This is an optimization exercise on Yosys and OpenROAD, whose aim is small area, not a production implementation.
No functional check of the RTL was part of this run.
Power is estimated from default activity; no workload was simulated.

===== flow/config.mk =====
export PLATFORM = sky130hd
export DESIGN_NAME = prio_top
export DESIGN_NICKNAME = prio_top
export VERILOG_FILES = /design/flow/design.v
export SDC_FILE = /design/flow/constraint.sdc
export NUM_CORES = 4
export LEC_CHECK = 0
export CAP_MARGIN = 20
export CORE_MARGIN = 2
export CORE_UTILIZATION = 40
export SLEW_MARGIN = 20

===== flow/constraint.sdc =====
create_clock -name core_clock -period 8.0 [get_ports {c_clk}]
set_input_delay 1.6000 -clock core_clock [delete_from_list [all_inputs] [get_ports {c_clk}]]
set_output_delay 1.6000 -clock core_clock [all_outputs]
set_load 0.01 [all_outputs]

===== flow/design.v =====
`default_nettype none
package calc_cmd_pkg;
   typedef logic [3:0]  opcode_t;
   typedef logic [1:0]  req_tag_t;
   typedef logic [1:0]  port_id_t;
   typedef logic [31:0] operand_t;
   localparam opcode_t OP_NONE = 4'd0;
   localparam opcode_t OP_ADD  = 4'd1;
   localparam opcode_t OP_SUB  = 4'd2;
   localparam opcode_t OP_SHL  = 4'd5;
   localparam opcode_t OP_SHR  = 4'd6;
   typedef struct packed {
      opcode_t  opcode;
      req_tag_t tag;
      operand_t data1;
      operand_t data2;
   } port_cmd_t;
   typedef struct packed {
      opcode_t  opcode;
      port_id_t port;
      req_tag_t tag;
      operand_t data1;
      operand_t data2;
   } queue_entry_t;
   typedef struct packed {
      logic     valid;
      req_tag_t tag;
   } invalid_rsp_t;
endpackage
`default_nettype wire
`default_nettype none
package prio_cfg_pkg;
   localparam int NUM_PORTS   = 4;
   localparam int QUEUE_DEPTH = 8;
   typedef logic [$clog2(QUEUE_DEPTH):0]   count_t;
   typedef logic [$clog2(QUEUE_DEPTH)-1:0] slot_t;
   typedef logic [NUM_PORTS-1:0]           port_mask_t;
endpackage
`default_nettype wire
`timescale 1ns/1ps
`default_nettype none
module cmd_sorter (
   input  wire                                 c_clk,
   input  wire                                 arst_n,
   input  wire [prio_cfg_pkg::NUM_PORTS*70-1:0] port_cmd,
   output logic                                cmd_ready,
   input  wire                                 add_room,
   input  wire                                 shift_room,
   output prio_cfg_pkg::port_mask_t            add_wr_mask,
   output prio_cfg_pkg::port_mask_t            shift_wr_mask,
   output logic [prio_cfg_pkg::NUM_PORTS*72-1:0] wr_entry,
   output logic [prio_cfg_pkg::NUM_PORTS*3-1:0]  invalid_rsp
);
   prio_cfg_pkg::port_mask_t is_add;
   prio_cfg_pkg::port_mask_t is_shift;
   prio_cfg_pkg::port_mask_t is_invalid;
   assign cmd_ready = add_room && shift_room;
   for (genvar k = 0; k < prio_cfg_pkg::NUM_PORTS; k++) begin : g_port
      calc_cmd_pkg::port_cmd_t    cmd;
      calc_cmd_pkg::queue_entry_t entry;
      assign cmd = port_cmd[70*k +: 70];
      assign is_add[k]   = (cmd.opcode == calc_cmd_pkg::OP_ADD) ||
                           (cmd.opcode == calc_cmd_pkg::OP_SUB);
      assign is_shift[k] = (cmd.opcode == calc_cmd_pkg::OP_SHL) ||
                           (cmd.opcode == calc_cmd_pkg::OP_SHR);
      assign is_invalid[k] = (cmd.opcode != calc_cmd_pkg::OP_NONE) &&
                             !is_add[k] && !is_shift[k];
      assign entry.opcode = cmd.opcode;
      assign entry.port   = calc_cmd_pkg::port_id_t'(k);
      assign entry.tag    = cmd.tag;
      assign entry.data1  = cmd.data1;
      assign entry.data2  = cmd.data2;
      assign wr_entry[72*k +: 72] = entry;
      always_ff @(posedge c_clk or negedge arst_n) begin
         if (!arst_n) begin
            invalid_rsp[3*k +: 3] <= '0;
         end else begin
            invalid_rsp[3*k+2]    <= cmd_ready && is_invalid[k];
            invalid_rsp[3*k +: 2] <= cmd.tag;
         end
      end
   end
   assign add_wr_mask   = cmd_ready ? is_add : '0;
   assign shift_wr_mask = cmd_ready ? is_shift : '0;
endmodule
`default_nettype wire
`timescale 1ns/1ps
`default_nettype none
module cmd_queue (
   input  wire                                   c_clk,
   input  wire                                   arst_n,
   input  prio_cfg_pkg::port_mask_t              wr_mask,
   input  wire [prio_cfg_pkg::NUM_PORTS*72-1:0]  wr_entry,
   output logic                                  room,
   output calc_cmd_pkg::queue_entry_t            head,
   output logic                                  head_valid,
   input  wire                                   pop
);
   logic [71:0] mem [0:prio_cfg_pkg::QUEUE_DEPTH-1];
   prio_cfg_pkg::slot_t  rd_ptr;
   prio_cfg_pkg::count_t count;
   prio_cfg_pkg::count_t wr_num;
   prio_cfg_pkg::slot_t  wr_slot [0:prio_cfg_pkg::NUM_PORTS-1];
   always_comb begin
      wr_num = '0;
      for (int k = 0; k < prio_cfg_pkg::NUM_PORTS; k++) begin
         wr_slot[k] = rd_ptr + prio_cfg_pkg::slot_t'(count) + prio_cfg_pkg::slot_t'(wr_num);
         wr_num     = wr_num + prio_cfg_pkg::count_t'(wr_mask[k]);
      end
   end
   always_ff @(posedge c_clk) begin
      for (int k = 0; k < prio_cfg_pkg::NUM_PORTS; k++) begin
         if (wr_mask[k]) begin
            mem[wr_slot[k]] <= wr_entry[72*k +: 72];
         end
      end
   end
   always_ff @(posedge c_clk or negedge arst_n) begin
      if (!arst_n) begin
         rd_ptr <= '0;
         count  <= '0;
      end else begin
         if (pop) begin
            rd_ptr <= rd_ptr + 1'b1;
         end
         count <= count + wr_num - prio_cfg_pkg::count_t'(pop);
      end
   end
   assign head       = mem[rd_ptr];
   assign head_valid = (count != '0);
   assign room       = (count <= prio_cfg_pkg::count_t'(prio_cfg_pkg::QUEUE_DEPTH -
                                                       prio_cfg_pkg::NUM_PORTS));
endmodule
`default_nettype wire
`timescale 1ns/1ps
`default_nettype none
module dispatch_arbiter (
   input  wire                             c_clk,
   input  wire                             arst_n,
   input  calc_cmd_pkg::queue_entry_t       add_head,
   input  wire                             add_head_valid,
   input  calc_cmd_pkg::queue_entry_t       shift_head,
   input  wire                             shift_head_valid,
   output logic                            add_pop,
   output logic                            shift_pop,
   output calc_cmd_pkg::queue_entry_t      add_out,
   output logic                            add_valid,
   output calc_cmd_pkg::queue_entry_t      shift_out,
   output logic                            shift_valid,
   input  wire                             add_ready,
   input  wire                             shift_ready
);
   typedef enum logic {
      TURN_ADD,
      TURN_SHIFT
   } turn_e;
   turn_e turn;
   logic  add_held;
   logic  shift_held;
   logic  conflict;
   assign conflict = add_head_valid && shift_head_valid &&
                     (add_head.port == shift_head.port);
   assign add_valid = add_head_valid &&
                      (!conflict || add_held || (!shift_held && turn == TURN_ADD));
   assign shift_valid = shift_head_valid &&
                        (!conflict || shift_held || (!add_held && turn == TURN_SHIFT));
   assign add_out   = add_head;
   assign shift_out = shift_head;
   assign add_pop   = add_valid && add_ready;
   assign shift_pop = shift_valid && shift_ready;
   always_ff @(posedge c_clk or negedge arst_n) begin
      if (!arst_n) begin
         turn       <= TURN_ADD;
         add_held   <= 1'b0;
         shift_held <= 1'b0;
      end else begin
         add_held   <= add_valid && !add_ready;
         shift_held <= shift_valid && !shift_ready;
         case (turn)
            TURN_ADD:   if (conflict && add_pop) turn <= TURN_SHIFT;
            TURN_SHIFT: if (conflict && shift_pop) turn <= TURN_ADD;
            default:    turn <= TURN_ADD;
         endcase
      end
   end
endmodule
`default_nettype wire
`timescale 1ns/1ps
`default_nettype none
module prio_top (
   input  wire         c_clk,
   input  wire         arst_n,
   input  wire [279:0] port_cmd,
   output logic        cmd_ready,
   output logic [11:0] invalid_rsp,
   output logic [71:0] add_out,
   output logic        add_valid,
   output logic [71:0] shift_out,
   output logic        shift_valid,
   input  wire         add_ready,
   input  wire         shift_ready
);
   prio_cfg_pkg::port_mask_t   add_wr_mask;
   prio_cfg_pkg::port_mask_t   shift_wr_mask;
   logic [prio_cfg_pkg::NUM_PORTS*72-1:0] wr_entry;
   logic                       add_room;
   logic                       shift_room;
   calc_cmd_pkg::queue_entry_t add_head;
   calc_cmd_pkg::queue_entry_t shift_head;
   logic                       add_head_valid;
   logic                       shift_head_valid;
   logic                       add_pop;
   logic                       shift_pop;
   cmd_sorter u_sorter (
      .c_clk         (c_clk),
      .arst_n        (arst_n),
      .port_cmd      (port_cmd),
      .cmd_ready     (cmd_ready),
      .add_room      (add_room),
      .shift_room    (shift_room),
      .add_wr_mask   (add_wr_mask),
      .shift_wr_mask (shift_wr_mask),
      .wr_entry      (wr_entry),
      .invalid_rsp   (invalid_rsp)
   );
   cmd_queue u_add_queue (
      .c_clk      (c_clk),
      .arst_n     (arst_n),
      .wr_mask    (add_wr_mask),
      .wr_entry   (wr_entry),
      .room       (add_room),
      .head       (add_head),
      .head_valid (add_head_valid),
      .pop        (add_pop)
   );
   cmd_queue u_shift_queue (
      .c_clk      (c_clk),
      .arst_n     (arst_n),
      .wr_mask    (shift_wr_mask),
      .wr_entry   (wr_entry),
      .room       (shift_room),
      .head       (shift_head),
      .head_valid (shift_head_valid),
      .pop        (shift_pop)
   );
   dispatch_arbiter u_arbiter (
      .c_clk            (c_clk),
      .arst_n           (arst_n),
      .add_head         (add_head),
      .add_head_valid   (add_head_valid),
      .shift_head       (shift_head),
      .shift_head_valid (shift_head_valid),
      .add_pop          (add_pop),
      .shift_pop        (shift_pop),
      .add_out          (add_out),
      .add_valid        (add_valid),
      .shift_out        (shift_out),
      .shift_valid      (shift_valid),
      .add_ready        (add_ready),
      .shift_ready      (shift_ready)
   );
endmodule
`default_nettype wire

===== flow/run.sh =====
#!/bin/bash
# synth_recipe.tcl (not shown) runs the flow's synth.tcl, then flattens the netlist and writes it again
# the make line also repeats each setting of config.mk as NAME=value (left out here)
make -C /OpenROAD-flow-scripts/flow DESIGN_CONFIG=/design/flow/config.mk WORK_HOME=/design/flow/orfs CLKGATE_MAP_FILE= SYNTH_SCRIPT=/design/flow/synth_recipe.tcl finish

==> impl_metrics.csv <==
group,metric,value,unit
run_status,outcome,"no timing/DRC/antenna violations",
clock_network,clock_path_buffers,3,
clock_network,cts.htree.levels,4,
synth,synthMuxAreaShare,0.164,
clock_network,ctsResizeCount,0,
synth,synth-simple-area-share,0.122,
synth,syn_area,80800,um2
timing,drv_slew,0,
finish,finalInstanceArea,91500,um2
clock_network,root_buffer,"clkbuf_16",
setup_path,worst-path-max-fanout,43,
drt,drtIter0Drc,12028,
clock_network,post_cts_buffers,0,
global_routing,grt_usage,0.354,
setup_path,endpoint_kind,"flip-flop",
floorplan,rows,165,
drt,vias,76102,
global_routing,grt_pass1_wl,531000,um
synth,ys_async_sr_fraction,0.0246,
setup_path,crit_arrival,7.32,ns
timing,period_share,0.834,
timing,rsz0062_at_grt,"false",
clock_network,cts_made_buffers,145,
synth,yosysTopAreaCell,"edfxtp_1",
timing,finalSetupViolCount,0,
setup_path,crit_start,"port_cmd[136]",
finish,area_growth,13.2,%
synth,ys.flop_type,"edfxtp_1",
clock_network,cts_hold_buf,0,
synth,ys_seq_area_frac,0.433,
placed_design,pre_cts_slack,0.698,ns
timing,layout_setup_ws,1.32,ns
finish,final_core_util,0.454,
global_routing,grt_pass1_vias,73465,
floorplan,dieArea,206000,um2
drt,drt-wirelength-per-cell,35.2,um
synth,synth_top_area_share,0.416,
timing,setup_tns,0,ns
power_and_ir_drop,p_int,16.0,mW
synth,synth_top_family_by_area,"compound AO/OA/AOI/OAI gates",
clock_network,cts.sinks,1181,
setup_path,worst_setup_path_start_kind,"primary input",
floorplan,core_area,201000,um2
synth,synth_commonest_cells,"edfxtp_1, nand2_1, o21ai_0, clkbuf_1, nor2_1",
setup_path,critPathSlowestCell,"clkdlybuf4s50_1",
timing,whs,0.460,ns
synth,yosysMostFrequentCell,"edfxtp_1",
power_and_ir_drop,p_per_area,299,nW/um2
global_routing,gr-total-overflow,0,
timing,clock.fmax,0.150,GHz
min_path,holdCritStartpoint,"u_add_queue.mem[1][67]$_SDFFE_PP1P_",
power_and_ir_drop,finalPower,27.4,mW
placed_design,portBuffers,442,
power_and_ir_drop,power_frac_clock,0.231,
synth,synth_compound_area_frac,0.212,
run,cap_violations,0,
floorplan,fp.dieW,454,um
floorplan,start_util,0.401,
drt,via_per_inst,7.11,
power_and_ir_drop,power_frac_comb,0.470,
synth,synth_xor_area_frac,0.00416,
power_and_ir_drop,sw_frac_of_total,0.414,
power_and_ir_drop,seq_power_share,0.299,
synth,synth_cell_types,73,
placed_design,hpwl,214000,um
placed_design,place_inst,10440,
floorplan,io_pins,443,
min_path,hp-class,"reg -> reg",
setup_path,r2r-start,"u_shift_queue.count[2]$_DFF_PN0_",
synth,synth_nets,8542,
power_and_ir_drop,p_switching,11.3,mW
power_and_ir_drop,leakagePower,34.4,nW
finish,final_layout_size_suffix_gt1_frac,0.133,
floorplan,die_h,454,um
synth,yosys.area_share.adder,0.00746,
clock_network,clock_latency,0.82,ns
placed_design,dpl_cell_area,87100,um2
timing,final_hold_viol_count,0,
setup_path,crit_type,"in -> reg",
finish,nets,8240,
drt,postRouteAntennaNets,0,
timing,layout_min_cycle_time,6.68,ns
finish,stdcell_count,10703,
synth,synthTopCellsByArea,"edfxtp_1, mux4_2, o21ai_0",
placed_design,place.gp.congestion,0.925,
clock_network,path_clk_slew,0.06,ns
drt,drc,0,
setup_path,critical_path_buf_inv_count,7,
setup_path,critPathTopFamily,"buffers and inverters",
global_routing,grt_max_degree,139,
setup_path,cp_slowest_stage_delay,0.90,ns
synth,netlist_instances,8217,
drt,wl,377000,um
synth,synth_seq_cells,1181,
synth,syn_avg_cell_area,9.84,um2
setup_path,crit_required,8.65,ns
timing,skew,0.0356,ns
timing,worstMarginPinSlew,1.28,ns
power_and_ir_drop,ir_drop,0.572,mV
finish,nFillCells,18621,
setup_path,path_cells,"clkdlybuf4s50_1, xnor2_1, a211o_1, buf_4, nor3_1, inv_1, fa_1, inv_1, ha_1, inv_1, fa_1, xor2_1, xnor2_2, nand4_1, buf_4, or2_4, buf_4, o21ai_0, o21ai_1",
synth,synth_edf_count,1120,
synth,ys_warn_count,4,
clock_network,cts_tree,"built",
global_routing,antenna_found_initial,25,
drt,dr.pass1.iters,7,
timing,slew_headroom,0.145,
==> power by group through the flow <==
stage / registers [mW] / clock network (mW) / logic, mW
finish: 8.18 / 6.33 / 12.9
global route: 8.21 / 6.52 / 13.2
CTS: 8.15 / 6.32 / 12.5
detailed placement: 8.28 / 0 / 12.4
global placement: 8.25 / 0 / 12.3
floorplan: 7.94 / 0 / 7.11
==> cells by family (layout without fill, tap and decap cells) <==
family | after synthesis | count (layout)
other | 0 | 17
AND/OR/NAND/NOR | 2223 | 2223
flip-flops | 1181 | 1181
AO/OA/AOI/OAI | 2640 | 2640
multiplexers | 928 | 928
XOR/XNOR | 31 | 31
adder cells (fa/ha/maj) | 41 | 41
buffers and inverters | 1173 | 970
==> placed cells by master (no fill, tap or decap), types with 51 or more instances in the layout <==
cell type / count
mux4_2: 288
nand2_1: 966
a21o_1: 444
o31ai_1: 68
and3_1: 277
edfxtp_1: 1120
buf_12: 64
clkdlybuf4s50_1: 441
o21ai_0: 962
o21ai_1: 193
clkbuf_16: 150
buf_4: 164
a221oi_1: 202
nor2_1: 681
inv_1: 51
mux2i_1: 361
mux2_2: 279
a211oi_1: 548
and2_1: 60
==> flip-flops by register name, indices dropped and copies added (netlist names), 3 cells and up <==
name,count
u_shift_queue.count,4
u_shift_queue.mem,576
u_add_queue.count,4
u_shift_queue.rd_ptr,3
u_add_queue.mem,576
u_add_queue.rd_ptr,3
u_sorter.invalid_rsp,12
==> worst min-delay path, delay by kind of cell, from the launching register on <==
| family | cells | cell delay, ns |
|---|---|---|
| DFF | 1 | 0.31 |
| and+or+nand+nor | 2 | 0.11 |
==> final timing paths <==
| kind | endpoint | slack (ns) | depth (start not counted) |
|---|---|---|---|
| max in group asynchronous | u_shift_queue.rd_ptr[0]$_DFFE_PN0P_ | 6.40 | 1 |
| min in group asynchronous | u_shift_queue.count[2]$_DFF_PN0_ | 0.93 | 1 |
| max | u_shift_queue.mem[1][31]$_DFFE_PP_ | 1.32 | 19 |
| min reg2reg | u_add_queue.mem[1][67]$_SDFFE_PP1P_ | 0.46 | 2 |
| min | u_add_queue.mem[1][67]$_SDFFE_PP1P_ | 0.46 | 2 |
| max reg2reg | u_shift_queue.mem[7][51]$_DFFE_PP_ | 1.60 | 14 |
==> layer usage <==
metal,part of all wire,global-route usage,wire length [um]
met5,0.00022,0.000700,83
met1,0.35,0.429,131000
met3,0.13,0.0908,47600
met4,0.077,0.237,28900
met2,0.45,0.555,170000
==> area by class of cell <==
| class | instances | area (um2) | share of cell area |
|---|---|---|---|
| Sequential cell | 1181 | 35000 | 0.383 |
| Antenna cell | 17 | 42.5 | 0.000465 |
| Tap cell | 2672 | 3340 | 0.0366 |
| Clock inverter | 48 | 305 | 0.00334 |
| Multi-Input combinational cell | 5863 | 41600 | 0.455 |
| Timing Repair Buffer | 670 | 6930 | 0.0758 |
| Clock buffer | 198 | 3980 | 0.0436 |
| Inverter | 54 | 203 | 0.00222 |

[afterwards: timing with drivers on the ports]
Ports are ideal in the flow. The routed layout listed here was re-timed in OpenROAD.
Step 1: set_driving_cell puts a clkbuf_16 on c_clk and a buf_2 on each other input, an assumption about the parent block.
Step 2 adds t to the input delays and takes it off the output delays; t is the mean of the earliest and latest rising clock arrival at the registers after step 1. Input paths then give back, and output paths get back, about the clock's delay inside the block.
Slacks: ideal ports / drivers / drivers and shift; pairs: ideal ports / drivers.
shift t [ns]: 0.893
slack for setup (ns): 1.325 / 1.302 / 0.497
cell pins on the clock port's net: 1
After both steps setup and hold are still met in this run. The setup slack of this run moves by -0.023 ns with the drivers and by -0.828 ns with both steps.
